This is an optimization exercise on Yosys and OpenROAD, whose aim is small area and a short achievable clock period, not a production implementation.
Where RTL was checked, it was by simulation tests only, not by an equivalence proof against the original.
For run 1, only the layout was checked, not whether the RTL still works.
No activity file was given, so power comes from the tool's default toggle rates.

File: design.v
module jpeg_fb_writer #(
  parameter int unsigned       ADDR_W    = 32,
  parameter logic [ADDR_W-1:0] BASE_ADDR = 32'h0010_0000,
  parameter int unsigned       PIX_FMT   = 0
) (
  input  logic              clk,
  input  logic              reset,
  input  logic              in_valid_i,
  input  logic [15:0]       in_width_i,
  input  logic [15:0]       in_height_i,
  input  logic [15:0]       in_x_i,
  input  logic [15:0]       in_y_i,
  input  logic [7:0]        in_r_i,
  input  logic [7:0]        in_g_i,
  input  logic [7:0]        in_b_i,
  output logic              in_accept_o,
  output logic              wr_valid_o,
  output logic [ADDR_W-1:0] wr_addr_o,
  output logic [31:0]       wr_data_o,
  output logic [3:0]        wr_strb_o,
  input  logic              wr_ready_i,
  output logic              frame_done_o,
  output logic              busy_o,
  output logic [15:0]       crop_count_o,
  output logic              geom_err_o
);
  localparam int L = 14;   
  logic        active_q, start_pend_q, frame_done_q, geom_err_q;
  logic        s1_valid_q, s1_crop_q, wr_valid_q, strb_q;
  logic [16:0] s1_z_q;                         
  logic [7:0]  s1_one_q, s1_two_q;             
  logic [6:0]  s1_neg_q;
  logic [7:0]  enc_one, enc_two, enc_neg;
  logic [16:0] b_ext;
  logic [16:0] z_d;
  logic [23:0] s1_rgb_q;
  logic [L-1:0]  wr_lo_q;
  logic          wr_c_q;
  logic [29:L]   wr_p_q, wr_g_q;    
  logic [23:0] wr_rgb_q;
  logic [15:0] wn_q, w_q, h_q, col_q, row_q, crop_cnt_q;
  logic        en, accept, hs, use_latched, in_bounds, start_ok, wr_load;
  logic        idle, count, col_last, last, frame_end;
  logic        active_d, start_pend_d, wr_valid_d, s1_valid_d;
  logic [15:0] w_used, h_used;
  logic [L:0]  lo_sum;
  logic [29:L] hi_sum;
  assign en          = !wr_valid_q | wr_ready_i;
  assign accept      = en & in_valid_i;
  assign hs          = wr_valid_q & wr_ready_i;
  assign idle        = !active_q & !frame_done_q;
  assign use_latched = active_q | start_pend_q;
  assign w_q         = ~wn_q;
  assign w_used      = use_latched ? w_q : in_width_i;
  assign h_used      = use_latched ? h_q : in_height_i;
  assign in_bounds   = (in_x_i < w_used) & (in_y_i < h_used);
  assign start_ok    = accept & in_bounds & !use_latched;
  assign z_d = {1'b0, in_x_i} + (in_y_i[0] ? {1'b0, w_used} : 17'd0);
  assign b_ext = {1'b0, in_y_i[15:1], 1'b0};
  always_comb begin
    for (int j = 0; j < 8; j++) begin
      enc_one[j] = b_ext[2*j+1] ^ b_ext[2*j];
      enc_two[j] = (b_ext[2*j+2] & !b_ext[2*j+1] & !b_ext[2*j]) | (!b_ext[2*j+2] & b_ext[2*j+1] & b_ext[2*j]);
      enc_neg[j] = b_ext[2*j+2] & !(b_ext[2*j+1] & b_ext[2*j]);
    end
  end
  wire [15:0] w    = w_q;
  wire [16:0] z    = s1_z_q;
  wire [7:0]  bone = s1_one_q;
  wire [7:0]  btwo = s1_two_q;
  wire [6:0]  bneg = s1_neg_q;
  wire pp0_0 = ((bone[0] & w[0])) ^ bneg[0];
  wire pp0_1 = ((bone[0] & w[1]) | (btwo[0] & w[0])) ^ bneg[0];
  wire pp0_2 = ((bone[0] & w[2]) | (btwo[0] & w[1])) ^ bneg[0];
  wire pp0_3 = ((bone[0] & w[3]) | (btwo[0] & w[2])) ^ bneg[0];
  wire pp0_4 = ((bone[0] & w[4]) | (btwo[0] & w[3])) ^ bneg[0];
  wire pp0_5 = ((bone[0] & w[5]) | (btwo[0] & w[4])) ^ bneg[0];
  wire pp0_6 = ((bone[0] & w[6]) | (btwo[0] & w[5])) ^ bneg[0];
  wire pp0_7 = ((bone[0] & w[7]) | (btwo[0] & w[6])) ^ bneg[0];
  wire pp0_8 = ((bone[0] & w[8]) | (btwo[0] & w[7])) ^ bneg[0];
  wire pp0_9 = ((bone[0] & w[9]) | (btwo[0] & w[8])) ^ bneg[0];
  wire pp0_10 = ((bone[0] & w[10]) | (btwo[0] & w[9])) ^ bneg[0];
  wire pp0_11 = ((bone[0] & w[11]) | (btwo[0] & w[10])) ^ bneg[0];
  wire pp0_12 = ((bone[0] & w[12]) | (btwo[0] & w[11])) ^ bneg[0];
  wire pp0_13 = ((bone[0] & w[13]) | (btwo[0] & w[12])) ^ bneg[0];
  wire pp0_14 = ((bone[0] & w[14]) | (btwo[0] & w[13])) ^ bneg[0];
  wire pp0_15 = ((bone[0] & w[15]) | (btwo[0] & w[14])) ^ bneg[0];
  wire pp0_16 = ((btwo[0] & w[15])) ^ bneg[0];
  wire pp1_0 = ((bone[1] & w[0])) ^ bneg[1];
  wire pp1_1 = ((bone[1] & w[1]) | (btwo[1] & w[0])) ^ bneg[1];
  wire pp1_2 = ((bone[1] & w[2]) | (btwo[1] & w[1])) ^ bneg[1];
  wire pp1_3 = ((bone[1] & w[3]) | (btwo[1] & w[2])) ^ bneg[1];
  wire pp1_4 = ((bone[1] & w[4]) | (btwo[1] & w[3])) ^ bneg[1];
  wire pp1_5 = ((bone[1] & w[5]) | (btwo[1] & w[4])) ^ bneg[1];
  wire pp1_6 = ((bone[1] & w[6]) | (btwo[1] & w[5])) ^ bneg[1];
  wire pp1_7 = ((bone[1] & w[7]) | (btwo[1] & w[6])) ^ bneg[1];
  wire pp1_8 = ((bone[1] & w[8]) | (btwo[1] & w[7])) ^ bneg[1];
  wire pp1_9 = ((bone[1] & w[9]) | (btwo[1] & w[8])) ^ bneg[1];
  wire pp1_10 = ((bone[1] & w[10]) | (btwo[1] & w[9])) ^ bneg[1];
  wire pp1_11 = ((bone[1] & w[11]) | (btwo[1] & w[10])) ^ bneg[1];
  wire pp1_12 = ((bone[1] & w[12]) | (btwo[1] & w[11])) ^ bneg[1];
  wire pp1_13 = ((bone[1] & w[13]) | (btwo[1] & w[12])) ^ bneg[1];
  wire pp1_14 = ((bone[1] & w[14]) | (btwo[1] & w[13])) ^ bneg[1];
  wire pp1_15 = ((bone[1] & w[15]) | (btwo[1] & w[14])) ^ bneg[1];
  wire pp1_16 = ((btwo[1] & w[15])) ^ bneg[1];
  wire pp2_0 = ((bone[2] & w[0])) ^ bneg[2];
  wire pp2_1 = ((bone[2] & w[1]) | (btwo[2] & w[0])) ^ bneg[2];
  wire pp2_2 = ((bone[2] & w[2]) | (btwo[2] & w[1])) ^ bneg[2];
  wire pp2_3 = ((bone[2] & w[3]) | (btwo[2] & w[2])) ^ bneg[2];
  wire pp2_4 = ((bone[2] & w[4]) | (btwo[2] & w[3])) ^ bneg[2];
  wire pp2_5 = ((bone[2] & w[5]) | (btwo[2] & w[4])) ^ bneg[2];
  wire pp2_6 = ((bone[2] & w[6]) | (btwo[2] & w[5])) ^ bneg[2];
  wire pp2_7 = ((bone[2] & w[7]) | (btwo[2] & w[6])) ^ bneg[2];
  wire pp2_8 = ((bone[2] & w[8]) | (btwo[2] & w[7])) ^ bneg[2];
  wire pp2_9 = ((bone[2] & w[9]) | (btwo[2] & w[8])) ^ bneg[2];
  wire pp2_10 = ((bone[2] & w[10]) | (btwo[2] & w[9])) ^ bneg[2];
  wire pp2_11 = ((bone[2] & w[11]) | (btwo[2] & w[10])) ^ bneg[2];
  wire pp2_12 = ((bone[2] & w[12]) | (btwo[2] & w[11])) ^ bneg[2];
  wire pp2_13 = ((bone[2] & w[13]) | (btwo[2] & w[12])) ^ bneg[2];
  wire pp2_14 = ((bone[2] & w[14]) | (btwo[2] & w[13])) ^ bneg[2];
  wire pp2_15 = ((bone[2] & w[15]) | (btwo[2] & w[14])) ^ bneg[2];
  wire pp2_16 = ((btwo[2] & w[15])) ^ bneg[2];
  wire pp3_0 = ((bone[3] & w[0])) ^ bneg[3];
  wire pp3_1 = ((bone[3] & w[1]) | (btwo[3] & w[0])) ^ bneg[3];
  wire pp3_2 = ((bone[3] & w[2]) | (btwo[3] & w[1])) ^ bneg[3];
  wire pp3_3 = ((bone[3] & w[3]) | (btwo[3] & w[2])) ^ bneg[3];
  wire pp3_4 = ((bone[3] & w[4]) | (btwo[3] & w[3])) ^ bneg[3];
  wire pp3_5 = ((bone[3] & w[5]) | (btwo[3] & w[4])) ^ bneg[3];
  wire pp3_6 = ((bone[3] & w[6]) | (btwo[3] & w[5])) ^ bneg[3];
  wire pp3_7 = ((bone[3] & w[7]) | (btwo[3] & w[6])) ^ bneg[3];
  wire pp3_8 = ((bone[3] & w[8]) | (btwo[3] & w[7])) ^ bneg[3];
  wire pp3_9 = ((bone[3] & w[9]) | (btwo[3] & w[8])) ^ bneg[3];
  wire pp3_10 = ((bone[3] & w[10]) | (btwo[3] & w[9])) ^ bneg[3];
  wire pp3_11 = ((bone[3] & w[11]) | (btwo[3] & w[10])) ^ bneg[3];
  wire pp3_12 = ((bone[3] & w[12]) | (btwo[3] & w[11])) ^ bneg[3];
  wire pp3_13 = ((bone[3] & w[13]) | (btwo[3] & w[12])) ^ bneg[3];
  wire pp3_14 = ((bone[3] & w[14]) | (btwo[3] & w[13])) ^ bneg[3];
  wire pp3_15 = ((bone[3] & w[15]) | (btwo[3] & w[14])) ^ bneg[3];
  wire pp3_16 = ((btwo[3] & w[15])) ^ bneg[3];
  wire pp4_0 = ((bone[4] & w[0])) ^ bneg[4];
  wire pp4_1 = ((bone[4] & w[1]) | (btwo[4] & w[0])) ^ bneg[4];
  wire pp4_2 = ((bone[4] & w[2]) | (btwo[4] & w[1])) ^ bneg[4];
  wire pp4_3 = ((bone[4] & w[3]) | (btwo[4] & w[2])) ^ bneg[4];
  wire pp4_4 = ((bone[4] & w[4]) | (btwo[4] & w[3])) ^ bneg[4];
  wire pp4_5 = ((bone[4] & w[5]) | (btwo[4] & w[4])) ^ bneg[4];
  wire pp4_6 = ((bone[4] & w[6]) | (btwo[4] & w[5])) ^ bneg[4];
  wire pp4_7 = ((bone[4] & w[7]) | (btwo[4] & w[6])) ^ bneg[4];
  wire pp4_8 = ((bone[4] & w[8]) | (btwo[4] & w[7])) ^ bneg[4];
  wire pp4_9 = ((bone[4] & w[9]) | (btwo[4] & w[8])) ^ bneg[4];
  wire pp4_10 = ((bone[4] & w[10]) | (btwo[4] & w[9])) ^ bneg[4];
  wire pp4_11 = ((bone[4] & w[11]) | (btwo[4] & w[10])) ^ bneg[4];
  wire pp4_12 = ((bone[4] & w[12]) | (btwo[4] & w[11])) ^ bneg[4];
  wire pp4_13 = ((bone[4] & w[13]) | (btwo[4] & w[12])) ^ bneg[4];
  wire pp4_14 = ((bone[4] & w[14]) | (btwo[4] & w[13])) ^ bneg[4];
  wire pp4_15 = ((bone[4] & w[15]) | (btwo[4] & w[14])) ^ bneg[4];
  wire pp4_16 = ((btwo[4] & w[15])) ^ bneg[4];
  wire pp5_0 = ((bone[5] & w[0])) ^ bneg[5];
  wire pp5_1 = ((bone[5] & w[1]) | (btwo[5] & w[0])) ^ bneg[5];
  wire pp5_2 = ((bone[5] & w[2]) | (btwo[5] & w[1])) ^ bneg[5];
  wire pp5_3 = ((bone[5] & w[3]) | (btwo[5] & w[2])) ^ bneg[5];
  wire pp5_4 = ((bone[5] & w[4]) | (btwo[5] & w[3])) ^ bneg[5];
  wire pp5_5 = ((bone[5] & w[5]) | (btwo[5] & w[4])) ^ bneg[5];
  wire pp5_6 = ((bone[5] & w[6]) | (btwo[5] & w[5])) ^ bneg[5];
  wire pp5_7 = ((bone[5] & w[7]) | (btwo[5] & w[6])) ^ bneg[5];
  wire pp5_8 = ((bone[5] & w[8]) | (btwo[5] & w[7])) ^ bneg[5];
  wire pp5_9 = ((bone[5] & w[9]) | (btwo[5] & w[8])) ^ bneg[5];
  wire pp5_10 = ((bone[5] & w[10]) | (btwo[5] & w[9])) ^ bneg[5];
  wire pp5_11 = ((bone[5] & w[11]) | (btwo[5] & w[10])) ^ bneg[5];
  wire pp5_12 = ((bone[5] & w[12]) | (btwo[5] & w[11])) ^ bneg[5];
  wire pp5_13 = ((bone[5] & w[13]) | (btwo[5] & w[12])) ^ bneg[5];
  wire pp5_14 = ((bone[5] & w[14]) | (btwo[5] & w[13])) ^ bneg[5];
  wire pp5_15 = ((bone[5] & w[15]) | (btwo[5] & w[14])) ^ bneg[5];
  wire pp5_16 = ((btwo[5] & w[15])) ^ bneg[5];
  wire pp6_0 = ((bone[6] & w[0])) ^ bneg[6];
  wire pp6_1 = ((bone[6] & w[1]) | (btwo[6] & w[0])) ^ bneg[6];
  wire pp6_2 = ((bone[6] & w[2]) | (btwo[6] & w[1])) ^ bneg[6];
  wire pp6_3 = ((bone[6] & w[3]) | (btwo[6] & w[2])) ^ bneg[6];
  wire pp6_4 = ((bone[6] & w[4]) | (btwo[6] & w[3])) ^ bneg[6];
  wire pp6_5 = ((bone[6] & w[5]) | (btwo[6] & w[4])) ^ bneg[6];
  wire pp6_6 = ((bone[6] & w[6]) | (btwo[6] & w[5])) ^ bneg[6];
  wire pp6_7 = ((bone[6] & w[7]) | (btwo[6] & w[6])) ^ bneg[6];
  wire pp6_8 = ((bone[6] & w[8]) | (btwo[6] & w[7])) ^ bneg[6];
  wire pp6_9 = ((bone[6] & w[9]) | (btwo[6] & w[8])) ^ bneg[6];
  wire pp6_10 = ((bone[6] & w[10]) | (btwo[6] & w[9])) ^ bneg[6];
  wire pp6_11 = ((bone[6] & w[11]) | (btwo[6] & w[10])) ^ bneg[6];
  wire pp6_12 = ((bone[6] & w[12]) | (btwo[6] & w[11])) ^ bneg[6];
  wire pp6_13 = ((bone[6] & w[13]) | (btwo[6] & w[12])) ^ bneg[6];
  wire pp6_14 = ((bone[6] & w[14]) | (btwo[6] & w[13])) ^ bneg[6];
  wire pp6_15 = ((bone[6] & w[15]) | (btwo[6] & w[14])) ^ bneg[6];
  wire pp6_16 = ((btwo[6] & w[15])) ^ bneg[6];
  wire pp7_0 = (bone[7] & w[0]);
  wire pp7_1 = (bone[7] & w[1]) | (btwo[7] & w[0]);
  wire pp7_2 = (bone[7] & w[2]) | (btwo[7] & w[1]);
  wire pp7_3 = (bone[7] & w[3]) | (btwo[7] & w[2]);
  wire pp7_4 = (bone[7] & w[4]) | (btwo[7] & w[3]);
  wire pp7_5 = (bone[7] & w[5]) | (btwo[7] & w[4]);
  wire pp7_6 = (bone[7] & w[6]) | (btwo[7] & w[5]);
  wire pp7_7 = (bone[7] & w[7]) | (btwo[7] & w[6]);
  wire pp7_8 = (bone[7] & w[8]) | (btwo[7] & w[7]);
  wire pp7_9 = (bone[7] & w[9]) | (btwo[7] & w[8]);
  wire pp7_10 = (bone[7] & w[10]) | (btwo[7] & w[9]);
  wire pp7_11 = (bone[7] & w[11]) | (btwo[7] & w[10]);
  wire pp7_12 = (bone[7] & w[12]) | (btwo[7] & w[11]);
  wire pp7_13 = (bone[7] & w[13]) | (btwo[7] & w[12]);
  wire pp7_14 = (bone[7] & w[14]) | (btwo[7] & w[13]);
  wire ms0, mc0;
  jfw_ha u_ms0 (.a(z[9]), .b(bneg[4]), .s(ms0), .co(mc0));
  wire ms1, mc1;
  jfw_ha u_ms1 (.a(z[10]), .b(pp0_9), .s(ms1), .co(mc1));
  wire ms2, mc2;
  jfw_fa u_ms2 (.a(z[11]), .b(bneg[5]), .c(pp0_10), .s(ms2), .co(mc2));
  wire ms3, mc3;
  jfw_ha u_ms3 (.a(pp1_8), .b(pp2_6), .s(ms3), .co(mc3));
  wire ms4, mc4;
  jfw_fa u_ms4 (.a(z[12]), .b(pp0_11), .c(pp1_9), .s(ms4), .co(mc4));
  wire ms5, mc5;
  jfw_ha u_ms5 (.a(pp2_7), .b(pp3_5), .s(ms5), .co(mc5));
  wire ms6, mc6;
  jfw_fa u_ms6 (.a(z[13]), .b(bneg[6]), .c(pp0_12), .s(ms6), .co(mc6));
  wire ms7, mc7;
  jfw_fa u_ms7 (.a(pp1_10), .b(pp2_8), .c(pp3_6), .s(ms7), .co(mc7));
  wire ms8, mc8;
  jfw_ha u_ms8 (.a(pp4_4), .b(pp5_2), .s(ms8), .co(mc8));
  wire ms9, mc9;
  jfw_fa u_ms9 (.a(z[14]), .b(pp0_13), .c(pp1_11), .s(ms9), .co(mc9));
  wire ms10, mc10;
  jfw_fa u_ms10 (.a(pp2_9), .b(pp3_7), .c(pp4_5), .s(ms10), .co(mc10));
  wire ms11, mc11;
  jfw_ha u_ms11 (.a(pp5_3), .b(pp6_1), .s(ms11), .co(mc11));
  wire ms12, mc12;
  jfw_fa u_ms12 (.a(z[15]), .b(pp0_14), .c(pp1_12), .s(ms12), .co(mc12));
  wire ms13, mc13;
  jfw_fa u_ms13 (.a(pp2_10), .b(pp3_8), .c(pp4_6), .s(ms13), .co(mc13));
  wire ms14, mc14;
  jfw_fa u_ms14 (.a(pp5_4), .b(pp6_2), .c(pp7_0), .s(ms14), .co(mc14));
  wire ms15, mc15;
  jfw_fa u_ms15 (.a(z[16]), .b(pp0_15), .c(pp1_13), .s(ms15), .co(mc15));
  wire ms16, mc16;
  jfw_fa u_ms16 (.a(pp2_11), .b(pp3_9), .c(pp4_7), .s(ms16), .co(mc16));
  wire ms17, mc17;
  jfw_fa u_ms17 (.a(pp5_5), .b(pp6_3), .c(pp7_1), .s(ms17), .co(mc17));
  wire ms18, mc18;
  jfw_fa u_ms18 (.a(pp0_16), .b(pp1_14), .c(pp2_12), .s(ms18), .co(mc18));
  wire ms19, mc19;
  jfw_fa u_ms19 (.a(pp3_10), .b(pp4_8), .c(pp5_6), .s(ms19), .co(mc19));
  wire ms20, mc20;
  jfw_ha u_ms20 (.a(pp6_4), .b(pp7_2), .s(ms20), .co(mc20));
  wire ms21, mc21;
  jfw_fa u_ms21 (.a(~bneg[0]), .b(pp1_15), .c(pp2_13), .s(ms21), .co(mc21));
  wire ms22, mc22;
  jfw_fa u_ms22 (.a(pp3_11), .b(pp4_9), .c(pp5_7), .s(ms22), .co(mc22));
  wire ms23, mc23;
  jfw_ha u_ms23 (.a(pp6_5), .b(pp7_3), .s(ms23), .co(mc23));
  wire ms24, mc24;
  jfw_fa u_ms24 (.a(pp1_16), .b(pp2_14), .c(pp3_12), .s(ms24), .co(mc24));
  wire ms25, mc25;
  jfw_fa u_ms25 (.a(pp4_10), .b(pp5_8), .c(pp6_6), .s(ms25), .co(mc25));
  wire ms26, mc26;
  jfw_fa u_ms26 (.a(1'b1), .b(~bneg[1]), .c(pp2_15), .s(ms26), .co(mc26));
  wire ms27, mc27;
  jfw_fa u_ms27 (.a(pp3_13), .b(pp4_11), .c(pp5_9), .s(ms27), .co(mc27));
  wire ms28, mc28;
  jfw_fa u_ms28 (.a(1'b1), .b(pp2_16), .c(pp3_14), .s(ms28), .co(mc28));
  wire ms29, mc29;
  jfw_ha u_ms29 (.a(pp4_12), .b(pp5_10), .s(ms29), .co(mc29));
  wire ms30, mc30;
  jfw_fa u_ms30 (.a(~bneg[2]), .b(pp3_15), .c(pp4_13), .s(ms30), .co(mc30));
  wire ms31, mc31;
  jfw_ha u_ms31 (.a(1'b1), .b(pp3_16), .s(ms31), .co(mc31));
  wire ms32, mc32;
  jfw_ha u_ms32 (.a(z[5]), .b(bneg[2]), .s(ms32), .co(mc32));
  wire ms33, mc33;
  jfw_ha u_ms33 (.a(z[6]), .b(pp0_5), .s(ms33), .co(mc33));
  wire ms34, mc34;
  jfw_fa u_ms34 (.a(z[7]), .b(bneg[3]), .c(pp0_6), .s(ms34), .co(mc34));
  wire ms35, mc35;
  jfw_ha u_ms35 (.a(pp1_4), .b(pp2_2), .s(ms35), .co(mc35));
  wire ms36, mc36;
  jfw_fa u_ms36 (.a(z[8]), .b(pp0_7), .c(pp1_5), .s(ms36), .co(mc36));
  wire ms37, mc37;
  jfw_ha u_ms37 (.a(pp2_3), .b(pp3_1), .s(ms37), .co(mc37));
  wire ms38, mc38;
  jfw_fa u_ms38 (.a(ms0), .b(pp0_8), .c(pp1_6), .s(ms38), .co(mc38));
  wire ms39, mc39;
  jfw_fa u_ms39 (.a(pp2_4), .b(pp3_2), .c(pp4_0), .s(ms39), .co(mc39));
  wire ms40, mc40;
  jfw_fa u_ms40 (.a(mc0), .b(pp1_7), .c(pp2_5), .s(ms40), .co(mc40));
  wire ms41, mc41;
  jfw_fa u_ms41 (.a(pp3_3), .b(pp4_1), .c(ms1), .s(ms41), .co(mc41));
  wire ms42, mc42;
  jfw_fa u_ms42 (.a(pp3_4), .b(pp4_2), .c(pp5_0), .s(ms42), .co(mc42));
  wire ms43, mc43;
  jfw_fa u_ms43 (.a(mc1), .b(ms3), .c(ms2), .s(ms43), .co(mc43));
  wire ms44, mc44;
  jfw_fa u_ms44 (.a(pp4_3), .b(pp5_1), .c(mc3), .s(ms44), .co(mc44));
  wire ms45, mc45;
  jfw_fa u_ms45 (.a(ms5), .b(mc2), .c(ms4), .s(ms45), .co(mc45));
  wire ms46, mc46;
  jfw_fa u_ms46 (.a(pp6_0), .b(mc5), .c(ms8), .s(ms46), .co(mc46));
  wire ms47, mc47;
  jfw_fa u_ms47 (.a(mc4), .b(ms6), .c(ms7), .s(ms47), .co(mc47));
  wire ms48, mc48;
  jfw_fa u_ms48 (.a(mc8), .b(ms11), .c(mc6), .s(ms48), .co(mc48));
  wire ms49, mc49;
  jfw_fa u_ms49 (.a(mc7), .b(ms10), .c(ms9), .s(ms49), .co(mc49));
  wire ms50, mc50;
  jfw_fa u_ms50 (.a(mc11), .b(mc10), .c(mc9), .s(ms50), .co(mc50));
  wire ms51, mc51;
  jfw_fa u_ms51 (.a(ms12), .b(ms13), .c(ms14), .s(ms51), .co(mc51));
  wire ms52, mc52;
  jfw_fa u_ms52 (.a(mc12), .b(mc13), .c(mc14), .s(ms52), .co(mc52));
  wire ms53, mc53;
  jfw_fa u_ms53 (.a(ms15), .b(ms16), .c(ms17), .s(ms53), .co(mc53));
  wire ms54, mc54;
  jfw_fa u_ms54 (.a(ms20), .b(mc15), .c(mc16), .s(ms54), .co(mc54));
  wire ms55, mc55;
  jfw_fa u_ms55 (.a(mc17), .b(ms18), .c(ms19), .s(ms55), .co(mc55));
  wire ms56, mc56;
  jfw_fa u_ms56 (.a(mc20), .b(ms23), .c(mc18), .s(ms56), .co(mc56));
  wire ms57, mc57;
  jfw_fa u_ms57 (.a(mc19), .b(ms21), .c(ms22), .s(ms57), .co(mc57));
  wire ms58, mc58;
  jfw_fa u_ms58 (.a(pp7_4), .b(mc23), .c(mc21), .s(ms58), .co(mc58));
  wire ms59, mc59;
  jfw_fa u_ms59 (.a(mc22), .b(ms24), .c(ms25), .s(ms59), .co(mc59));
  wire ms60, mc60;
  jfw_fa u_ms60 (.a(pp6_7), .b(pp7_5), .c(mc24), .s(ms60), .co(mc60));
  wire ms61, mc61;
  jfw_fa u_ms61 (.a(mc25), .b(ms26), .c(ms27), .s(ms61), .co(mc61));
  wire ms62, mc62;
  jfw_fa u_ms62 (.a(pp6_8), .b(pp7_6), .c(ms29), .s(ms62), .co(mc62));
  wire ms63, mc63;
  jfw_fa u_ms63 (.a(mc26), .b(mc27), .c(ms28), .s(ms63), .co(mc63));
  wire ms64, mc64;
  jfw_fa u_ms64 (.a(pp5_11), .b(pp6_9), .c(pp7_7), .s(ms64), .co(mc64));
  wire ms65, mc65;
  jfw_fa u_ms65 (.a(mc29), .b(mc28), .c(ms30), .s(ms65), .co(mc65));
  wire ms66, mc66;
  jfw_fa u_ms66 (.a(pp4_14), .b(pp5_12), .c(pp6_10), .s(ms66), .co(mc66));
  wire ms67, mc67;
  jfw_fa u_ms67 (.a(pp7_8), .b(ms31), .c(mc30), .s(ms67), .co(mc67));
  wire ms68, mc68;
  jfw_fa u_ms68 (.a(~bneg[3]), .b(pp4_15), .c(pp5_13), .s(ms68), .co(mc68));
  wire ms69, mc69;
  jfw_fa u_ms69 (.a(pp6_11), .b(pp7_9), .c(mc31), .s(ms69), .co(mc69));
  wire ms70, mc70;
  jfw_fa u_ms70 (.a(1'b1), .b(pp4_16), .c(pp5_14), .s(ms70), .co(mc70));
  wire ms71, mc71;
  jfw_ha u_ms71 (.a(pp6_12), .b(pp7_10), .s(ms71), .co(mc71));
  wire ms72, mc72;
  jfw_fa u_ms72 (.a(~bneg[4]), .b(pp5_15), .c(pp6_13), .s(ms72), .co(mc72));
  wire ms73, mc73;
  jfw_ha u_ms73 (.a(1'b1), .b(pp5_16), .s(ms73), .co(mc73));
  wire ms74, mc74;
  jfw_ha u_ms74 (.a(z[3]), .b(bneg[1]), .s(ms74), .co(mc74));
  wire ms75, mc75;
  jfw_ha u_ms75 (.a(z[4]), .b(pp0_3), .s(ms75), .co(mc75));
  wire ms76, mc76;
  jfw_fa u_ms76 (.a(ms32), .b(pp0_4), .c(pp1_2), .s(ms76), .co(mc76));
  wire ms77, mc77;
  jfw_fa u_ms77 (.a(mc32), .b(pp1_3), .c(pp2_1), .s(ms77), .co(mc77));
  wire ms78, mc78;
  jfw_fa u_ms78 (.a(pp3_0), .b(mc33), .c(ms35), .s(ms78), .co(mc78));
  wire ms79, mc79;
  jfw_fa u_ms79 (.a(mc35), .b(ms37), .c(mc34), .s(ms79), .co(mc79));
  wire ms80, mc80;
  jfw_fa u_ms80 (.a(mc37), .b(mc36), .c(ms38), .s(ms80), .co(mc80));
  wire ms81, mc81;
  jfw_fa u_ms81 (.a(mc38), .b(mc39), .c(ms40), .s(ms81), .co(mc81));
  wire ms82, mc82;
  jfw_fa u_ms82 (.a(mc40), .b(ms42), .c(mc41), .s(ms82), .co(mc82));
  wire ms83, mc83;
  jfw_fa u_ms83 (.a(mc42), .b(ms44), .c(mc43), .s(ms83), .co(mc83));
  wire ms84, mc84;
  jfw_fa u_ms84 (.a(mc44), .b(ms46), .c(mc45), .s(ms84), .co(mc84));
  wire ms85, mc85;
  jfw_fa u_ms85 (.a(mc46), .b(mc47), .c(ms48), .s(ms85), .co(mc85));
  wire ms86, mc86;
  jfw_fa u_ms86 (.a(mc48), .b(mc49), .c(ms50), .s(ms86), .co(mc86));
  wire ms87, mc87;
  jfw_fa u_ms87 (.a(mc50), .b(mc51), .c(ms52), .s(ms87), .co(mc87));
  wire ms88, mc88;
  jfw_fa u_ms88 (.a(mc52), .b(mc53), .c(ms54), .s(ms88), .co(mc88));
  wire ms89, mc89;
  jfw_fa u_ms89 (.a(mc54), .b(mc55), .c(ms56), .s(ms89), .co(mc89));
  wire ms90, mc90;
  jfw_fa u_ms90 (.a(mc56), .b(mc57), .c(ms58), .s(ms90), .co(mc90));
  wire ms91, mc91;
  jfw_fa u_ms91 (.a(mc58), .b(mc59), .c(ms60), .s(ms91), .co(mc91));
  wire ms92, mc92;
  jfw_fa u_ms92 (.a(mc60), .b(ms62), .c(mc61), .s(ms92), .co(mc92));
  wire ms93, mc93;
  jfw_fa u_ms93 (.a(ms64), .b(mc62), .c(mc63), .s(ms93), .co(mc93));
  wire ms94, mc94;
  jfw_fa u_ms94 (.a(mc64), .b(ms66), .c(mc65), .s(ms94), .co(mc94));
  wire ms95, mc95;
  jfw_fa u_ms95 (.a(mc66), .b(ms68), .c(ms69), .s(ms95), .co(mc95));
  wire ms96, mc96;
  jfw_fa u_ms96 (.a(ms71), .b(mc68), .c(ms70), .s(ms96), .co(mc96));
  wire ms97, mc97;
  jfw_fa u_ms97 (.a(pp7_11), .b(mc71), .c(mc70), .s(ms97), .co(mc97));
  wire ms98, mc98;
  jfw_fa u_ms98 (.a(pp6_14), .b(pp7_12), .c(ms73), .s(ms98), .co(mc98));
  wire ms99, mc99;
  jfw_fa u_ms99 (.a(~bneg[5]), .b(pp6_15), .c(pp7_13), .s(ms99), .co(mc99));
  wire ms100, mc100;
  jfw_ha u_ms100 (.a(1'b1), .b(pp6_16), .s(ms100), .co(mc100));
  wire ms101, mc101;
  jfw_ha u_ms101 (.a(z[1]), .b(bneg[0]), .s(ms101), .co(mc101));
  wire ms102, mc102;
  jfw_ha u_ms102 (.a(z[2]), .b(pp0_1), .s(ms102), .co(mc102));
  wire ms103, mc103;
  jfw_fa u_ms103 (.a(ms74), .b(pp0_2), .c(pp1_0), .s(ms103), .co(mc103));
  wire ms104, mc104;
  jfw_fa u_ms104 (.a(mc74), .b(pp1_1), .c(ms75), .s(ms104), .co(mc104));
  wire ms105, mc105;
  jfw_fa u_ms105 (.a(pp2_0), .b(mc75), .c(ms76), .s(ms105), .co(mc105));
  wire ms106, mc106;
  jfw_fa u_ms106 (.a(ms33), .b(mc76), .c(ms77), .s(ms106), .co(mc106));
  wire ms107, mc107;
  jfw_fa u_ms107 (.a(mc77), .b(ms34), .c(ms78), .s(ms107), .co(mc107));
  wire ms108, mc108;
  jfw_fa u_ms108 (.a(ms36), .b(mc78), .c(ms79), .s(ms108), .co(mc108));
  wire ms109, mc109;
  jfw_fa u_ms109 (.a(ms39), .b(mc79), .c(ms80), .s(ms109), .co(mc109));
  wire ms110, mc110;
  jfw_fa u_ms110 (.a(ms41), .b(mc80), .c(ms81), .s(ms110), .co(mc110));
  wire ms111, mc111;
  jfw_fa u_ms111 (.a(mc81), .b(ms43), .c(ms82), .s(ms111), .co(mc111));
  wire ms112, mc112;
  jfw_fa u_ms112 (.a(ms45), .b(mc82), .c(ms83), .s(ms112), .co(mc112));
  wire ms113, mc113;
  jfw_fa u_ms113 (.a(ms47), .b(mc83), .c(ms84), .s(ms113), .co(mc113));
  wire ms114, mc114;
  jfw_fa u_ms114 (.a(ms49), .b(mc84), .c(ms85), .s(ms114), .co(mc114));
  wire ms115, mc115;
  jfw_fa u_ms115 (.a(ms51), .b(mc85), .c(ms86), .s(ms115), .co(mc115));
  wire ms116, mc116;
  jfw_fa u_ms116 (.a(ms53), .b(mc86), .c(ms87), .s(ms116), .co(mc116));
  wire ms117, mc117;
  jfw_fa u_ms117 (.a(ms55), .b(mc87), .c(ms88), .s(ms117), .co(mc117));
  wire ms118, mc118;
  jfw_fa u_ms118 (.a(ms57), .b(mc88), .c(ms89), .s(ms118), .co(mc118));
  wire ms119, mc119;
  jfw_fa u_ms119 (.a(ms59), .b(mc89), .c(ms90), .s(ms119), .co(mc119));
  wire ms120, mc120;
  jfw_fa u_ms120 (.a(ms61), .b(mc90), .c(ms91), .s(ms120), .co(mc120));
  wire ms121, mc121;
  jfw_fa u_ms121 (.a(ms63), .b(mc91), .c(ms92), .s(ms121), .co(mc121));
  wire ms122, mc122;
  jfw_fa u_ms122 (.a(ms65), .b(mc92), .c(ms93), .s(ms122), .co(mc122));
  wire ms123, mc123;
  jfw_fa u_ms123 (.a(ms67), .b(mc93), .c(ms94), .s(ms123), .co(mc123));
  wire ms124, mc124;
  jfw_fa u_ms124 (.a(mc67), .b(ms95), .c(mc94), .s(ms124), .co(mc124));
  wire ms125, mc125;
  jfw_fa u_ms125 (.a(mc69), .b(ms96), .c(mc95), .s(ms125), .co(mc125));
  wire ms126, mc126;
  jfw_fa u_ms126 (.a(ms72), .b(mc96), .c(ms97), .s(ms126), .co(mc126));
  wire ms127, mc127;
  jfw_fa u_ms127 (.a(mc72), .b(mc97), .c(ms98), .s(ms127), .co(mc127));
  wire ms128, mc128;
  jfw_fa u_ms128 (.a(mc73), .b(ms99), .c(mc98), .s(ms128), .co(mc128));
  wire ms129, mc129;
  jfw_fa u_ms129 (.a(pp7_14), .b(ms100), .c(mc99), .s(ms129), .co(mc129));
  wire [29:0] mra = {ms129, mc127, mc126, ms126, ms125, mc123, mc122, mc121, mc120, mc119, mc118, mc117, mc116, mc115, mc114, mc113, mc112, mc111, mc110, mc109, mc108, mc107, mc106, mc105, mc104, mc103, mc102, mc101, ms101, z[0]};
  wire [29:0] mrb = {mc128, ms128, ms127, mc125, mc124, ms124, ms123, ms122, ms121, ms120, ms119, ms118, ms117, ms116, ms115, ms114, ms113, ms112, ms111, ms110, ms109, ms108, ms107, ms106, ms105, ms104, ms103, ms102, pp0_0, 1'b0};
  jfw_cpa_lo u_lo (.a(mra[L-1:0]), .b(mrb[L-1:0]), .s(lo_sum));
  assign wr_load     = en & s1_valid_q & !s1_crop_q;
  assign s1_valid_d  = en ? in_valid_i : s1_valid_q;
  assign wr_valid_d  = en ? (s1_valid_q & !s1_crop_q) : wr_valid_q;
  assign count       = active_q & hs;
  assign col_last    = col_q == 16'd1;
  assign last        = col_last & (row_q == 16'd1);
  assign frame_end   = count & last;
  assign active_d     = (idle & (start_pend_q | start_ok)) | (active_q & !frame_end);
  assign start_pend_d = frame_done_q & start_ok;
  always_ff @(posedge clk) begin
    if (en) begin
      s1_z_q    <= z_d;
      s1_one_q  <= enc_one;
      s1_two_q  <= enc_two;
      s1_neg_q  <= enc_neg[6:0];
      s1_rgb_q  <= {in_r_i, in_g_i, in_b_i};
      s1_crop_q <= !in_bounds;
    end
    if (start_ok) begin
      wn_q  <= ~in_width_i;
      h_q   <= in_height_i;
    end
    if (start_ok | count)
      col_q <= (!count | col_last) ? w_used : col_q - 16'd1;
    if (start_ok | (count & col_last))
      row_q <= count ? row_q - 16'd1 : in_height_i;
  end
  always_ff @(posedge clk) begin
    if (!reset) begin
      active_q     <= 1'b0;
      start_pend_q <= 1'b0;
      frame_done_q <= 1'b0;
      geom_err_q   <= 1'b0;
      s1_valid_q   <= 1'b0;
      wr_valid_q   <= 1'b0;
      strb_q       <= 1'b0;
      wr_lo_q      <= '0;
      wr_c_q       <= 1'b0;
      wr_p_q       <= '0;
      wr_g_q       <= '0;
      wr_rgb_q     <= '0;
      crop_cnt_q   <= '0;
    end else begin
      active_q     <= active_d;
      start_pend_q <= start_pend_d;
      frame_done_q <= frame_end;
      if (active_q & accept & ((in_width_i != w_q) | (in_height_i != h_q)))
        geom_err_q <= 1'b1;
      s1_valid_q   <= s1_valid_d;
      wr_valid_q   <= wr_valid_d;
      if (wr_load) begin
        strb_q  <= 1'b1;
        wr_rgb_q <= s1_rgb_q;
        wr_lo_q <= lo_sum[L-1:0];
        wr_c_q  <= lo_sum[L];
        wr_p_q  <= mra[29:L] ^ mrb[29:L];
        wr_g_q  <= mra[29:L] & mrb[29:L];
      end
      if (start_ok)
        crop_cnt_q <= 16'd0;
      else if (en & s1_valid_q & s1_crop_q & (crop_cnt_q != 16'hFFFF))
        crop_cnt_q <= crop_cnt_q + 16'd1;
    end
  end
  jfw_cpa_pg u_hi (.p(wr_p_q), .g(wr_g_q), .ci(wr_c_q), .s(hi_sum));
  jfw_accept u_acc (.wr_valid(wr_valid_q), .wr_ready(wr_ready_i), .accept(in_accept_o));
  assign wr_valid_o   = wr_valid_q;
  assign wr_addr_o    = {hi_sum, wr_lo_q, 2'b00};
  assign wr_data_o    = {8'h00, wr_rgb_q};
  assign wr_strb_o    = {4{strb_q}};
  assign frame_done_o = frame_done_q;
  assign busy_o       = active_q | frame_done_q | s1_valid_q | wr_valid_q | start_pend_q;
  assign crop_count_o = crop_cnt_q;
  assign geom_err_o   = geom_err_q;
endmodule
module jfw_cpa_lo (input logic [14-1:0] a, b, output logic [14:0] s);
  assign s = {1'b0, a} + {1'b0, b};
endmodule
module jfw_cpa_pg (
  input  logic [29-14:0] p, g,
  input  logic                 ci,
  output logic [29-14:0] s
);
  localparam int N  = 30 - 14;
  localparam int M  = N + 1;
  localparam int LV = $clog2(M);
  logic [(LV+1)*M-1:0] gg, pp;
  assign gg[M-1:0] = {g, ci};
  assign pp[M-1:0] = {p, 1'b0};
  for (genvar l = 0; l < LV; l++) begin : g_lvl
    for (genvar i = 0; i < M; i++) begin : g_pos
      if (i >= (1 << l)) begin : g_op
        assign gg[(l+1)*M+i] = gg[l*M+i] | (pp[l*M+i] & gg[l*M+i-(1<<l)]);
        assign pp[(l+1)*M+i] = pp[l*M+i] & pp[l*M+i-(1<<l)];
      end else begin : g_pass
        assign gg[(l+1)*M+i] = gg[l*M+i];
        assign pp[(l+1)*M+i] = pp[l*M+i];
      end
    end
  end
  assign s = p ^ gg[LV*M +: N];
endmodule
module jfw_accept (input logic wr_valid, wr_ready, output logic accept);
  assign accept = !wr_valid | wr_ready;
endmodule
module jfw_fa (input logic a, b, c, output logic s, co);
  assign s  = a ^ b ^ c;
  assign co = (a & b) | (c & (a ^ b));
endmodule
module jfw_ha (input logic a, b, output logic s, co);
  assign s  = a ^ b;
  assign co = a & b;
endmodule
File: standard.sh
#!/bin/bash
# synth_recipe.tcl (not shown) runs the flow's synth.tcl, then flattens the netlist and writes it again
# the make line also repeats each setting of config.mk as NAME=value (left out here)
make -C /OpenROAD-flow-scripts/flow DESIGN_CONFIG=/design/flow/config.mk WORK_HOME=/design/flow/orfs CLKGATE_MAP_FILE= SYNTH_SCRIPT=/design/flow/synth_recipe.tcl "${@:-finish}"
File: config.mk
export PLATFORM = sky130hd
export DESIGN_NAME = jpeg_fb_writer
export DESIGN_NICKNAME = jpeg_fb_writer
export VERILOG_FILES = /design/flow/design.v
export SDC_FILE = /design/flow/constraint.sdc
export NUM_CORES = 4
export LEC_CHECK = 0
export CAP_MARGIN = 20
export CORE_MARGIN = 2
export CORE_UTILIZATION = 40
export CTS_BUF_LIST = sky130_fd_sc_hd__clkbuf_4 sky130_fd_sc_hd__clkbuf_8
export CTS_CLUSTER_DIAMETER = 80
export CTS_CLUSTER_SIZE = 16
export SETUP_SLACK_MARGIN = 4.8
export SLEW_MARGIN = 20
export SYNTH_HIERARCHICAL = 1
File: flow/run.sh
#!/bin/bash
# Own layout flow: the standard flow, with plain buf_1 cells as the port buffers
# (instead of the delay-cell buffer the resizer picks by default). Every port still gets
# its own buffer. The full make output goes to std_flow.log in the work folder.
set -euo pipefail
export BUFFER_PORTS_ARGS="-buffer_cell sky130_fd_sc_hd__buf_1"
bash standard.sh finish > std_flow.log 2>&1
File: constraint.sdc
create_clock -name core_clock -period 9.0 [get_ports {clk}]
set_input_delay 1.8000 -clock core_clock [delete_from_list [all_inputs] [get_ports {clk}]]
set_output_delay 1.8000 -clock core_clock [all_outputs]
set_load 0.01 [all_outputs]
==> qor.csv, run 1 <==
stage;metric;value;unit
timing;Final WS setup;4.87;ns
drt;drt total wl;47700;um
clock_network;CTS Buf Count;19;
drt;vias per cell;5.47;
setup_path;Crit path largest cell delay;0.55;ns
clock_network;CTS tree;done;
setup_path;crit path DAT;4.62;ns
setup_path;Worst Setup Start Kind;register;
synth;cell area after synthesis;17000;sq um
power_and_ir_drop;Logic pwr share;65.6;%
timing;RSZ-0062 raised after global routing;yes;
synth;syn avg cell area;9.61;sq um
min_path;Hold WC Path Type;register to register;
floorplan;total core area;41900;sq um
setup_path;CP max stage cell;fa_1;
timing;final setup TNS;0;ns
layout;share of post-route cells with drive strength above 1;9.96;%
timing;fin crit share;45.9;%
run;# Max-Cap Violations;0;
layout;commonest cells after routing, fill and taps aside;nand2_1 (208), buf_1 (169), xnor2_1 (160);
synth;Synth Instances;1765;
floorplan;Initial Util;40.5;%
drt;DR WL/cell;19.1;um
clock_network;CTS Buffer Depth;3;
drt;DRT Pass-1 Iters;5;
global_route;gr usage total;21.1;%
setup_path;critical path endpoint category;register;
clock_network;Clock transition at path regs;0.11;ns
placement;IO Port Bufs;170;
placement;placed wire-length estimate;34500;um
power_and_ir_drop;Seq pwr share;23.9;%
drt;total number of vias;13600;
drt;Initial DRC Count;967;
power_and_ir_drop;VDD IR max;270;uV
layout;leading cell type in the layout, fill and taps excluded;nand2_1;
global_route;gr ovfl total;0;
timing;Final Critical Period;4.13;ns
clock_network;Sinks on Clock Net;222;
layout;Final nets;2255;
outcome;outcome;timing/DRC/antenna clean;
global_route;initial antenna violation count;0;
clock_network;CTS Hold Bufs;0;
timing;Pins Over Slew Limit;0;
timing;Final Skew;0.0438;ns
placement;DP Worst Slack;4.04;ns
power_and_ir_drop;Leak;0.00706;uW
power_and_ir_drop;Sw Pwr;2620;uW
floorplan;die area;44100;sq um
setup_path;most used cell, CP;fa_1;
placement;GPL Wtd Cong;0.880;
setup_path;crit path kind;register to register;
drt;DRC viols;0;
layout;Area Growth Syn to Fin;12.7;%
global_route;number of global-route vias before repair;13200;
clock_network;clock root buffer master;clkbuf_8;
power_and_ir_drop;power density over the cells;306;nW/um^2
floorplan;Die X;210;um
drt;post-route ant nets;0;
setup_path;Cell Chain, Critical Path;clkinvlp_4, buf_4, buf_4, o22ai_1, xnor2_1, fa_1, fa_1, fa_1, ha_1, nor2_1, a41oi_1, o41ai_4, o311ai_1, nand2_1, a21oi_1;
floorplan;Die Y-Extent;210;um
timing;final hold viol count;0;
power_and_ir_drop;Clock Power Share;10.5;%
clock_network;Max H-tree Level;1;
setup_path;crit-path max FO;9;
global_route;first-pass GRT wire length;73400;um
timing;Slew HR;30.4;%
floorplan;row count;75;
layout;Non-Filler Instances;2496;
timing;achievable frequency;242;MHz
floorplan;I/O pins;181;
clock_network;clock latency on the worst-skew pair;0.59;ns
global_route;largest net degree at the start of global routing;72;
timing;# setup viols final;0;
power_and_ir_drop;Sw Ratio;44.7;%
layout;ant diodes;0;
setup_path;Req. time, crit path;9.49;ns
placement;total placed cells including tap cells;2382;
power_and_ir_drop;internal power;3230;uW
timing;Slew @ Worst Pin;1.04;ns
synth;Ys Warns;7;
==> area by class of cell <==
class                      instances  area, sq um
timing repair buffer             261         1340
inverter                          72          320
tap                              539          674
multi-input combinational       1368        10600
clock buffer                      28          329
fill                            4074        22700
clock inverter                     6         53.8
sequential                       222         5750
==> worst max-delay path: cells and delay by family (launching register included) <==
| family | cells | cell delay (ns) |
|---|---|---|
| buffers and inverters | 3 | 0.54 |
| XOR/XNOR | 1 | 0.11 |
| flip-flops | 1 | 0.39 |
| AND/OR/NAND/NOR | 2 | 0.17 |
| adder cells (fa/ha/maj) | 4 | 1.78 |
| AO/OA/AOI/OAI | 5 | 1.04 |
==> worst paths after layout <==
check,from,cells past startpoint,slack (ns),endpoint
max,s1_two_q[1]$_DFFE_PN_,15,4.87,wr_lo_q[12]$_SDFFE_PN0P_
max reg2reg,s1_two_q[1]$_DFFE_PN_,15,4.87,wr_lo_q[12]$_SDFFE_PN0P_
min,wr_lo_q[12]$_SDFFE_PN0P_,2,0.46,wr_lo_q[12]$_SDFFE_PN0P_
min reg2reg,wr_lo_q[12]$_SDFFE_PN0P_,2,0.46,wr_lo_q[12]$_SDFFE_PN0P_
==> layer usage <==
layer | track usage [%] | share of wire (%) | vias to the layer above | routed length [um]
met5 | 0 | 0 | - | 0
met4 | 7.26 | 2.9 | 0 | 1390
met3 | 3.28 | 7.5 | 87 | 3560
met2 | 33.6 | 45 | 507 | 21600
met1 | 29.4 | 44 | 6518 | 21100
li1 | - | - | 6530 | -
==> power groups by stage <==
stage	Clock, uW	Combinational [uW]	Sequential (uW)
after global routing	672	4340	1420
after global placement	0	3420	1430
final	613	3840	1400
after CTS	646	3550	1390
after floorplan	0	2750	1350
after detailed placement	0	3470	1430
==> registers in the layout, indices dropped and copies added (netlist names), 14 cells and up <==
name,cells
h_q,16
wr_p_q,16
row_q,16
col_q,16
wr_rgb_q,24
s1_rgb_q,24
crop_cnt_q,16
wr_g_q,15
wr_lo_q,14
s1_z_q,17
wn_q,16
==> what timing repair did <==
item                                    in CTS  in global routing
gates resized for setup                     12                 38
endpoints found under the hold margin        0                  0
endpoints found under the setup margin      23                 33
pin swaps                                    1                  7
buffers inserted                            36                 44
==> stage by stage <==
stage	utilization (%)	instance area, sq um	hold WS, ns	total power [uW]
finish	45.7	19100	0.459	5850
detailed placement	42.9	17900	0.448	4900
floorplan	-	17100	0.433	4090
global route	45.7	19100	0.480	6430
CTS	44.5	18600	0.461	5590
global placement	42.9	17900	0.441	4840
==> inputs of run 2 (changes only) <==
--- a/design.v
+++ b/design.v
@@ -552,5 +552,5 @@
   localparam int N  = 30 - 14;
   localparam int M  = N + 1;
-  localparam int LV = $clog2(M);
+  localparam int LV = 5;   
   logic [(LV+1)*M-1:0] gg, pp;
   assign gg[M-1:0] = {g, ci};
==> qor.csv, run 2 <==
stage;metric;value;unit;change
layout;biggest regs;s1_rgb_q: 24 flops, wr_rgb_q: 24 flops, s1_z_q: 17 flops;;
setup_path;Crit path largest cell delay;0.55;ns;about the same
placement;Post-DP Area;17900;sq um;unchanged
global_route;largest net degree at the start of global routing;72;;unchanged
timing;Final Critical Period;4.13;ns;unchanged
timing;RSZ-0062 raised after global routing;yes;;
synth;Synth Instances;1765;;unchanged
layout;leading cell type in the layout, fill and taps excluded;nand2_1;;
clock_network;Max H-tree Level;1;;unchanged
placement;placed wire-length estimate;34500;um;unchanged
floorplan;row count;75;;unchanged
power_and_ir_drop;VDD IR max;270;uV;unchanged
clock_network;CTS Buffer Depth;3;;unchanged
floorplan;total core area;41900;sq um;unchanged
setup_path;critical path endpoint category;register;;
timing;final setup TNS;0;ns;unchanged
synth;syn avg cell area;9.61;sq um;unchanged
layout;ant diodes;0;;unchanged
placement;IO Port Bufs;170;;unchanged
clock_network;CTS Hold Bufs;0;;unchanged
setup_path;Req. time, crit path;9.49;ns;about the same
timing;Slew HR;30.4;%;unchanged
global_route;gr ovfl total;0;;unchanged
layout;area taken by multi-input logic gates;10600;sq um;unchanged
floorplan;I/O pins;181;;unchanged
global_route;number of global-route vias before repair;13200;;unchanged
clock_network;Clock transition at path regs;0.11;ns;about the same
clock_network;clock root buffer master;clkbuf_8;;
power_and_ir_drop;Leak;0.00706;uW;unchanged
layout;commonest cells after routing, fill and taps aside;nand2_1 (208), buf_1 (169), xnor2_1 (160);;
drt;vias per cell;5.47;;unchanged
timing;achievable frequency;242;MHz;unchanged
layout;Seq. cell area;5750;sq um;unchanged
setup_path;crit path DAT;4.62;ns;about the same
drt;post-route ant nets;0;;unchanged
timing;# setup viols final;0;;unchanged
layout;Final nets;2255;;unchanged
power_and_ir_drop;power density over the cells;306;nW/um^2;unchanged
global_route;gr usage total;21.1;%;unchanged
clock_network;Sinks on Clock Net;222;;unchanged
drt;drt total wl;47700;um;unchanged
clock_network;CTS Buf Count;19;;unchanged
setup_path;Cell Chain, Critical Path;clkinvlp_4, buf_4, buf_4, o22ai_1, xnor2_1, fa_1, fa_1, fa_1, ha_1, nor2_1, a41oi_1, o41ai_4, o311ai_1, nand2_1, a21oi_1;;
setup_path;reg-to-reg critical path startpoint;s1_two_q[1]$_DFFE_PN_;;
synth;Ys Warns;7;;unchanged
timing;final hold viol count;0;;unchanged
min_path;Hold WC Path Type;register to register;;
layout;share of post-route cells with drive strength above 1;9.96;%;unchanged
floorplan;Initial Util;40.5;%;unchanged
layout;Area Growth Syn to Fin;12.7;%;unchanged
setup_path;most used cell, CP;fa_1;;
drt;Initial DRC Count;967;;unchanged
drt;DRT Pass-1 Iters;5;;unchanged
floorplan;die area;44100;sq um;unchanged
timing;Pins Over Slew Limit;0;;unchanged
setup_path;crit path kind;register to register;;
synth;cell area after synthesis;17000;sq um;unchanged
min_path;Hold Startpoint;wr_lo_q[12]$_SDFFE_PN0P_;;
clock_network;clock latency on the worst-skew pair;0.59;ns;about the same
setup_path;CP startpoint;s1_two_q[1]$_DFFE_PN_;;
layout;Design Area, Final;19100;sq um;unchanged
timing;Slew @ Worst Pin;1.04;ns;unchanged
setup_path;crit-path max FO;9;;unchanged
run;# Max-Cap Violations;0;;unchanged
drt;total number of vias;13600;;unchanged
timing;fin crit share;45.9;%;unchanged
floorplan;Die Y-Extent;210;um;unchanged
setup_path;Worst Setup Start Kind;register;;
global_route;initial antenna violation count;0;;unchanged
timing;Final Skew;0.0438;ns;unchanged
setup_path;CP max stage cell;fa_1;;
clock_network;CTS tree;done;;
global_route;first-pass GRT wire length;73400;um;unchanged
drt;DRC viols;0;;unchanged
layout;# fillers;4074;;unchanged
outcome;outcome;timing/DRC/antenna clean;;
placement;GPL Wtd Cong;0.880;;unchanged
floorplan;Die X;210;um;unchanged
drt;DR WL/cell;19.1;um;unchanged
## run 2: cell counts in the layout (fill, tap and decap cells not counted)
Identical to the previous run, type by type.
## run 2: final timing paths
kind	end	slack [ns]	depth (start not counted)
hold reg to reg	wr_lo_q[12]$_SDFFE_PN0P_	0.46	2
setup / recovery	wr_lo_q[12]$_SDFFE_PN0P_	4.87	15
hold / removal	wr_lo_q[12]$_SDFFE_PN0P_	0.46	2
setup reg to reg	wr_lo_q[12]$_SDFFE_PN0P_	4.87	15
## run 2: final cells by class
type	instances	area share, %
multi-input cells	1368	55.7
flip-flops and latches	222	30.1
repair buffers	261	6.99
well taps	539	3.53
clock buffers	28	1.72
inverters	72	1.68
clock inverters	6	0.282
## run 2: critical path, delay by kind of cell, from the launching register on
kind / cells / cell delay, ns
fa+ha+maj: 4 / 1.78
compound gates: 5 / 1.04
buf+inv: 3 / 0.54
flops: 1 / 0.39
simple gates: 2 / 0.17
xor+xnor: 1 / 0.11
## run 2: what timing repair did
| action | in CTS | in global routing |
|---|---|---|
| gates resized for setup | 12 | 38 |
| gates cloned | 0 | 0 |
| setup endpoints to repair | 23 | 33 |
| pin swaps | 1 | 7 |
| buffers inserted | 36 | 44 |
## run 2: report_power, final
part           switching, uW  internal (uW)  total, uW
combinational           2090           1750       3840
clock                    369            244        613
sequential               160           1240       1400
total                   2620           3230       5850
## run 2: per-stage QoR
stage / instances / utilization, % / total power (uW) / hold slack (ns) / setup slack [ns]
final: 2496 / 45.7 / 5850 / 0.459 / 4.87
after global routing: 2496 / 45.7 / 6430 / 0.480 / 4.68
after CTS: 2452 / 44.5 / 5590 / 0.461 / 4.73
after detailed placement: 2382 / 42.9 / 4900 / 0.448 / 4.04
after global placement: 2382 / 42.9 / 4840 / 0.441 / 4.09
after floorplan: 1780 / - / 4090 / 0.433 / 4.71
## run 2: per-layer routing
metal | part of all wire, % | vias to the layer above | GRT usage (%)
met2 | 45 | 507 | 33.6
met3 | 7.5 | 87 | 3.28
met5 | 0 | - | 0
met1 | 44 | 6518 | 29.4
met4 | 2.9 | 0 | 7.26
li1 | - | 6530 | -
==> inputs of run 3 (changes only) <==
--- a/config.mk
+++ b/config.mk
@@ -12,5 +12,6 @@
 export CTS_CLUSTER_DIAMETER = 80
 export CTS_CLUSTER_SIZE = 16
-export SETUP_SLACK_MARGIN = 4.8
+export PLACE_DENSITY = 0.7
+export SETUP_SLACK_MARGIN = 5.0
 export SLEW_MARGIN = 20
 export SYNTH_HIERARCHICAL = 1
==> qor.csv, run 3 <==
stage;metric;value;unit;change
drt;vias per cell;5.63;;+3.1%
timing;achievable frequency;247;MHz;+2.1%
setup_path;Req. time, crit path;9.42;ns;-0.07 ns
timing;# setup viols final;0;;unchanged
clock_network;Max H-tree Level;1;;unchanged
drt;total number of vias;14100;;+3.3%
outcome;outcome;timing/DRC/antenna clean;;
layout;Non-Filler Instances;2502;;+0.24%
layout;commonest cells after routing, fill and taps aside;nand2_1 (207), buf_1 (160), xnor2_1 (159);;
power_and_ir_drop;VDD IR max;263;uV;-2.8%
layout;area taken by multi-input logic gates;10900;sq um;+2.2%
floorplan;Die Y-Extent;210;um;unchanged
synth;cell area after synthesis;17000;sq um;unchanged
global_route;met2 global-route usage;34.6;%;+0.97 points
floorplan;row count;75;;unchanged
min_path;hold path depth;2;;unchanged
floorplan;die area;44100;sq um;unchanged
setup_path;Reg2Reg Depth;13;;-2
global_route;number of global-route vias before repair;13700;;+4.2%
timing;RSZ-0062 raised after global routing;yes;;
placement;IO Port Bufs;170;;unchanged
power_and_ir_drop;Leak;0.00719;uW;+1.8%
drt;post-route ant nets;0;;unchanged
global_route;met1 Track Usage GR;27.8;%;-1.5 points
power_and_ir_drop;Pwr Total;6030;uW;+3.0%
global_route;busiest grt layer;met2;;
timing;final hold viol count;0;;unchanged
clock_network;CTS Buf Count;18;;-1
layout;share of post-route cells with drive strength above 1;12.1;%;+2.2 points
setup_path;crit-path max FO;6;;-3
placement;placed wire-length estimate;34400;um;-0.49%
setup_path;critical path endpoint category;register;;
synth;syn avg cell area;9.61;sq um;unchanged
timing;fin crit share;44.9;%;-0.95 points
floorplan;Die X;210;um;unchanged
power_and_ir_drop;power density over the cells;309;nW/um^2;+0.93%
setup_path;crit path kind;register to register;;
global_route;first-pass GRT wire length;74900;um;+2.0%
placement;GPL Wtd Cong;0.901;;+2.4%
clock_network;clock root buffer master;clkbuf_8;;
layout;biggest regs;s1_rgb_q: 24 flops, wr_rgb_q: 24 flops, s1_z_q: 17 flops;;
layout;Final nets;2261;;+0.27%
layout;Area Growth Syn to Fin;15.0;%;
clock_network;CTS Buffer Depth;3;;unchanged
global_route;gr usage total;21.4;%;+0.31 points
timing;final setup TNS;0;ns;unchanged
placement;DP Worst Slack;3.95;ns;-0.0861 ns
global_route;initial antenna violation count;3;;+3
global_route;largest net degree at the start of global routing;74;;+2.8%
clock_network;CTS Hold Bufs;0;;unchanged
floorplan;Initial Util;40.5;%;unchanged
synth;Ys Warns;7;;unchanged
drt;Initial DRC Count;1239;;+28%
drt;DRC viols;0;;unchanged
clock_network;Sinks on Clock Net;222;;unchanged
clock_network;clock latency on the worst-skew pair;0.58;ns;about the same
synth;Synth Instances;1765;;unchanged
drt;DR WL/cell;19.6;um;+2.3%
setup_path;Worst Setup Start Kind;register;;
placement;total placed cells including tap cells;2378;;-0.17%
global_route;global-route met3 utilization;4.70;%;+1.4 points
layout;# fillers;3935;;-3.4%
floorplan;I/O pins;181;;unchanged
timing;Final WS setup;4.96;ns;+0.0858 ns
timing;Final Skew;0.0241;ns;-0.0197 ns
layout;Seq. cell area;5770;sq um;+0.33%
clock_network;Clock transition at path regs;0.12;ns;about the same
timing;Slew HR;31.6;%;+1.2 points
setup_path;crit path DAT;4.46;ns;-0.16 ns
global_route;gr ovfl total;0;;unchanged
drt;drt total wl;48900;um;+2.5%
clock_network;CTS tree;done;;
min_path;Hold WC Path Type;register to register;;
timing;Final Critical Period;4.04;ns;-0.0858 ns
drt;DRT Pass-1 Iters;5;;unchanged
layout;leading cell type in the layout, fill and taps excluded;nand2_1;;
timing;Pins Over Slew Limit;0;;unchanged
timing;Slew @ Worst Pin;1.03;ns;-0.0182 ns
run;# Max-Cap Violations;0;;unchanged
floorplan;total core area;41900;sq um;unchanged
==> run 3: path summary, 6_finish.rpt <==
kind	slack (ns)	end	from
max	4.96	wr_lo_q[12]$_SDFFE_PN0P_	wn_q[9]$_DFFE_PP_
min	0.46	wr_rgb_q[23]$_SDFFE_PN0P_	wr_rgb_q[23]$_SDFFE_PN0P_
max reg2reg	4.96	wr_lo_q[12]$_SDFFE_PN0P_	wn_q[9]$_DFFE_PP_
min reg2reg	0.46	wr_rgb_q[23]$_SDFFE_PN0P_	wr_rgb_q[23]$_SDFFE_PN0P_
==> run 3: through the flow <==
| step | instance area [sq um] | utilization (%) | hold WS (ns) |
|---|---|---|---|
| finish | 19500 | 46.6 | 0.456 |
| global route | 19500 | 46.6 | 0.479 |
| CTS | 19000 | 45.3 | 0.461 |
| detailed placement | 17900 | 42.8 | 0.445 |
| global placement | 17900 | 42.8 | 0.441 |
| floorplan | 17100 | - | 0.433 |
==> run 3: layout make-up <==
| class | count | share of cell area [%] |
|---|---|---|
| inverters | 72 | 1.68 |
| clock buffers | 28 | 1.72 |
| diodes | 1 | 0.0128 |
| clock inverters | 4 | 0.154 |
| flip-flops and latches | 222 | 29.6 |
| well taps | 539 | 3.46 |
| multi-input cells | 1370 | 55.8 |
| repair buffers | 266 | 7.57 |
==> run 3: power by group <==
group	internal, uW	total, uW	switching (uW)
clock network	243	596	353
registers	1250	1400	156
logic	1870	4030	2160
==> run 3: timing repair <==
| item | 4_1_cts | 5_1_grt |
|---|---|---|
| hold endpoints to repair | 0 | 0 |
| resized for setup | 46 | 65 |
| pin swaps | 9 | 26 |
| endpoints found under the setup margin | 37 | 89 |
| setup buffers | 62 | 27 |
| gates cloned | 1 | 1 |
==> run 3: critical path, cell delays in order, from the launching register on <==
cell	delay (ns)
edfxtp_1	0.56
buf_4	0.23
o22ai_1	0.21
xnor2_1	0.15
ha_1	0.29
fa_1	0.40
fa_1	0.51
fa_1	0.42
ha_2	0.40
nor2_1	0.07
a2111oi_2	0.36
o311ai_1	0.15
nand2_1	0.08
a21oi_1	0.07
==> run 3: layer usage <==
layer,vias to the layer above,wire (um)
met2,708,22300
met4,4,1990
li1,6538,-
met1,6712,19800
met3,134,4750
met5,-,27
==> inputs of run 4 (changes only) <==
--- a/config.mk
+++ b/config.mk
@@ -12,5 +12,4 @@
 export CTS_CLUSTER_DIAMETER = 80
 export CTS_CLUSTER_SIZE = 16
-export PLACE_DENSITY = 0.7
 export SETUP_SLACK_MARGIN = 5.0
 export SLEW_MARGIN = 20
==> qor.csv, run 4 <==
stage;metric;value;unit;change
layout;commonest cells after routing, fill and taps aside;nand2_1 (207), buf_1 (159), xnor2_1 (158);;
setup_path;crit path kind;register to primary output;;
placement;total placed cells including tap cells;2381;;+0.13%
power_and_ir_drop;power density over the cells;314;nW/um^2;+1.5%
global_route;global-route met3 utilization;2.74;%;-2.0 points
global_route;gr usage total;21.2;%;-0.19 points
drt;DRC viols;0;;unchanged
min_path;Worst Hold End;wr_rgb_q[9]$_SDFFE_PN0P_;;
synth;Synth Instances;1765;;unchanged
timing;final hold viol count;0;;unchanged
layout;Area Growth Syn to Fin;14.5;%;
placement;placed wire-length estimate;34400;um;about the same
layout;share of post-route cells with drive strength above 1;12.4;%;+0.31 points
clock_network;CTS Buffer Depth;3;;unchanged
clock_network;Max H-tree Level;1;;unchanged
timing;final setup TNS;0;ns;unchanged
layout;final core occ;46.4;%;-0.19 points
min_path;Hold Startpoint;wr_rgb_q[9]$_SDFFE_PN0P_;;
layout;Non-Filler Instances;2500;;-0.080%
power_and_ir_drop;Leak;0.00716;uW;-0.45%
clock_network;clock root buffer master;clkbuf_8;;
floorplan;row count;75;;unchanged
drt;DRT Pass-1 Iters;5;;unchanged
min_path;Hold WC Path Type;register to register;;
clock_network;clock latency on the worst-skew pair;0.57;ns;about the same
global_route;gr ovfl total;0;;unchanged
global_route;busiest grt layer;met2;;
global_route;met1 Track Usage GR;29.1;%;+1.2 points
layout;Final nets;2260;;-0.044%
drt;post-route ant nets;0;;unchanged
global_route;met2 global-route usage;34.3;%;-0.23 points
timing;achievable frequency;248;MHz;+0.36%
setup_path;r2r endpoint;wr_lo_q[12]$_SDFFE_PN0P_;;
layout;leading cell type in the layout, fill and taps excluded;nand2_1;;
floorplan;Die Y-Extent;210;um;unchanged
floorplan;Initial Util;40.5;%;unchanged
timing;Final Critical Period;4.03;ns;-0.0143 ns
setup_path;critical path endpoint category;primary output;;
setup_path;Reg2Reg Depth;13;;unchanged
setup_path;reg-to-reg critical path startpoint;s1_one_q[0]$_DFFE_PN_;;
layout;# fillers;4037;;+2.6%
timing;# setup viols final;0;;unchanged
clock_network;Sinks on Clock Net;222;;unchanged
drt;drt total wl;47900;um;-2.0%
floorplan;die area;44100;sq um;unchanged
timing;Final Skew;0.0190;ns;-0.00513 ns
run;# Max-Cap Violations;0;;unchanged
global_route;largest net degree at the start of global routing;75;;+1.4%
setup_path;crit path DAT;2.23;ns;-2.23 ns
global_route;initial antenna violation count;1;;-2
setup_path;crit-path max FO;3;;-3
timing;Slew @ Worst Pin;1.05;ns;+0.0245 ns
min_path;hold path depth;2;;unchanged
synth;syn avg cell area;9.61;sq um;unchanged
placement;IO Port Bufs;170;;unchanged
drt;Initial DRC Count;1105;;-11%
layout;biggest regs;s1_rgb_q: 24 flops, wr_rgb_q: 24 flops, s1_z_q: 17 flops;;
floorplan;Die X;210;um;unchanged
power_and_ir_drop;VDD IR max;249;uV;-5.2%
floorplan;total core area;41900;sq um;unchanged
setup_path;flop2flop setup slack;5.05;ns;+0.09 ns
clock_network;Clock transition at path regs;0.10;ns;-0.02 ns
layout;ant diodes;0;;-1
timing;Pins Over Slew Limit;0;;unchanged
timing;fin crit share;44.8;%;-0.16 points
outcome;outcome;timing/DRC/antenna clean;;
drt;DR WL/cell;19.2;um;-2.0%
setup_path;Worst Setup Start Kind;register;;
placement;GPL Wtd Cong;0.888;;-1.4%
synth;cell area after synthesis;17000;sq um;unchanged
setup_path;Req. time, crit path;7.20;ns;-2.22 ns
timing;Slew HR;30.0;%;-1.6 points
global_route;number of global-route vias before repair;13600;;-0.71%
drt;total number of vias;13700;;-3.0%
clock_network;CTS tree;done;;
drt;vias per cell;5.47;;-3.0%
setup_path;CP startpoint;wr_c_q$_SDFFE_PN0P_;;
timing;RSZ-0062 raised after global routing;yes;;
global_route;first-pass GRT wire length;74100;um;-1.0%
floorplan;I/O pins;181;;unchanged
synth;Ys Warns;7;;unchanged
clock_network;CTS Buf Count;19;;+1
[run 4: cell types whose count changed in the layout (fill, tap and decap cells not counted), moves of 3 or more]
cell / previous run / this run
a21oi_2: 5 / 9
a21oi_4: 4 / 1
buf_4: 85 / 89
buf_12: 8 / 3
clkinvlp_4: 12 / 15
clkbuf_2: 3 / 6
[run 4: timing repair]
action | CTS | global route
cloned | 0 | 1
resized for setup | 54 | 63
pin swaps | 8 | 22
hold buffers | 0 | 0
buffers inserted | 71 | 14
setup endpoints to repair | 34 | 73
[run 4: worst max-delay path by stage]
stage | endpoint | slack, ns | depth (start not counted)
global placement | row_q[9]$_DFFE_PP_ | 4.12 | 12
CTS | wr_addr_o[31] | 4.89 | 7
finish | wr_addr_o[27] | 4.97 | 8
detailed placement | row_q[10]$_DFFE_PP_ | 4.01 | 12
floorplan | row_q[0]$_DFFE_PP_ | 4.71 | 6
global route | wr_addr_o[29] | 4.83 | 8
[run 4: stage by stage]
stage | area (sq um) | total power (uW) | hold slack (ns) | setup slack, ns
2_1_floorplan | 17100 | 4100 | 0.433 | 4.71
3_3_place_gp | 17900 | 4840 | 0.441 | 4.12
3_5_place_dp | 17900 | 4900 | 0.446 | 4.01
4_1_cts | 19100 | 5760 | 0.461 | 4.89
5_1_grt | 19400 | 6710 | 0.480 | 4.83
6_report | 19400 | 6090 | 0.458 | 4.97
[run 4: layout make-up]
| cell class | instances | area (sq um) | area share [%] |
|---|---|---|---|
| repair buffers | 265 | 1410 | 7.25 |
| flip-flops and latches | 222 | 5770 | 29.7 |
| well taps | 539 | 674 | 3.47 |
| inverters | 72 | 342 | 1.76 |
| multi-input cells | 1369 | 10900 | 55.9 |
| clock inverters | 6 | 52.6 | 0.271 |
| clock buffers | 27 | 322 | 1.66 |
[run 4: power by group]
group,internal (uW),switching [uW]
clock network,240,362
logic,1940,2150
registers,1250,157
total,3420,2670
[run 4: critical path, stage by stage, from the launching register on]
cell	delay (ns)
dfxtp_2	0.35
ha_4	0.16
o211ai_1	0.26
buf_4	0.18
a21oi_2	0.06
o21bai_1	0.19
a31oi_1	0.12
xor2_1	0.17
buf_2	0.16
[run 4: layer usage]
metal / vias to the layer above / routed length, um
li1: 6524 / -
met1: 6561 / 21100
met2: 483 / 22100
met3: 98 / 3120
met4: 2 / 1540
met5: - / 11

[re-timing with driven ports]
The results above use ideal ports. As a check the final layouts listed here were re-extracted and re-timed, cells and wires unchanged. Step 1: set_driving_cell puts a clkbuf_16 on clk and a buf_2 on each other input, an assumption about the parent block. Step 2 adds t to the input delays and takes it off the output delays; t is the mean of the earliest and latest rising clock arrival at the registers after step 1. Input paths then give back, and output paths get back, about the clock's delay inside the block. a / b / c = ideal ports / drivers / drivers and shift; a / b = the first two.
run	t, ns	setup slack, ns	worst data-port slew with drivers (ns)
run 1	0.617	4.872 / 4.872 / 4.383	0.07
run 2	0.617	4.872 / 4.872 / 4.383	0.07
run 3	0.614	4.957 / 4.957 / 4.547	0.07
run 4	0.609	4.972 / 4.926 / 4.539	0.06
After both steps every run listed still meets setup and hold.
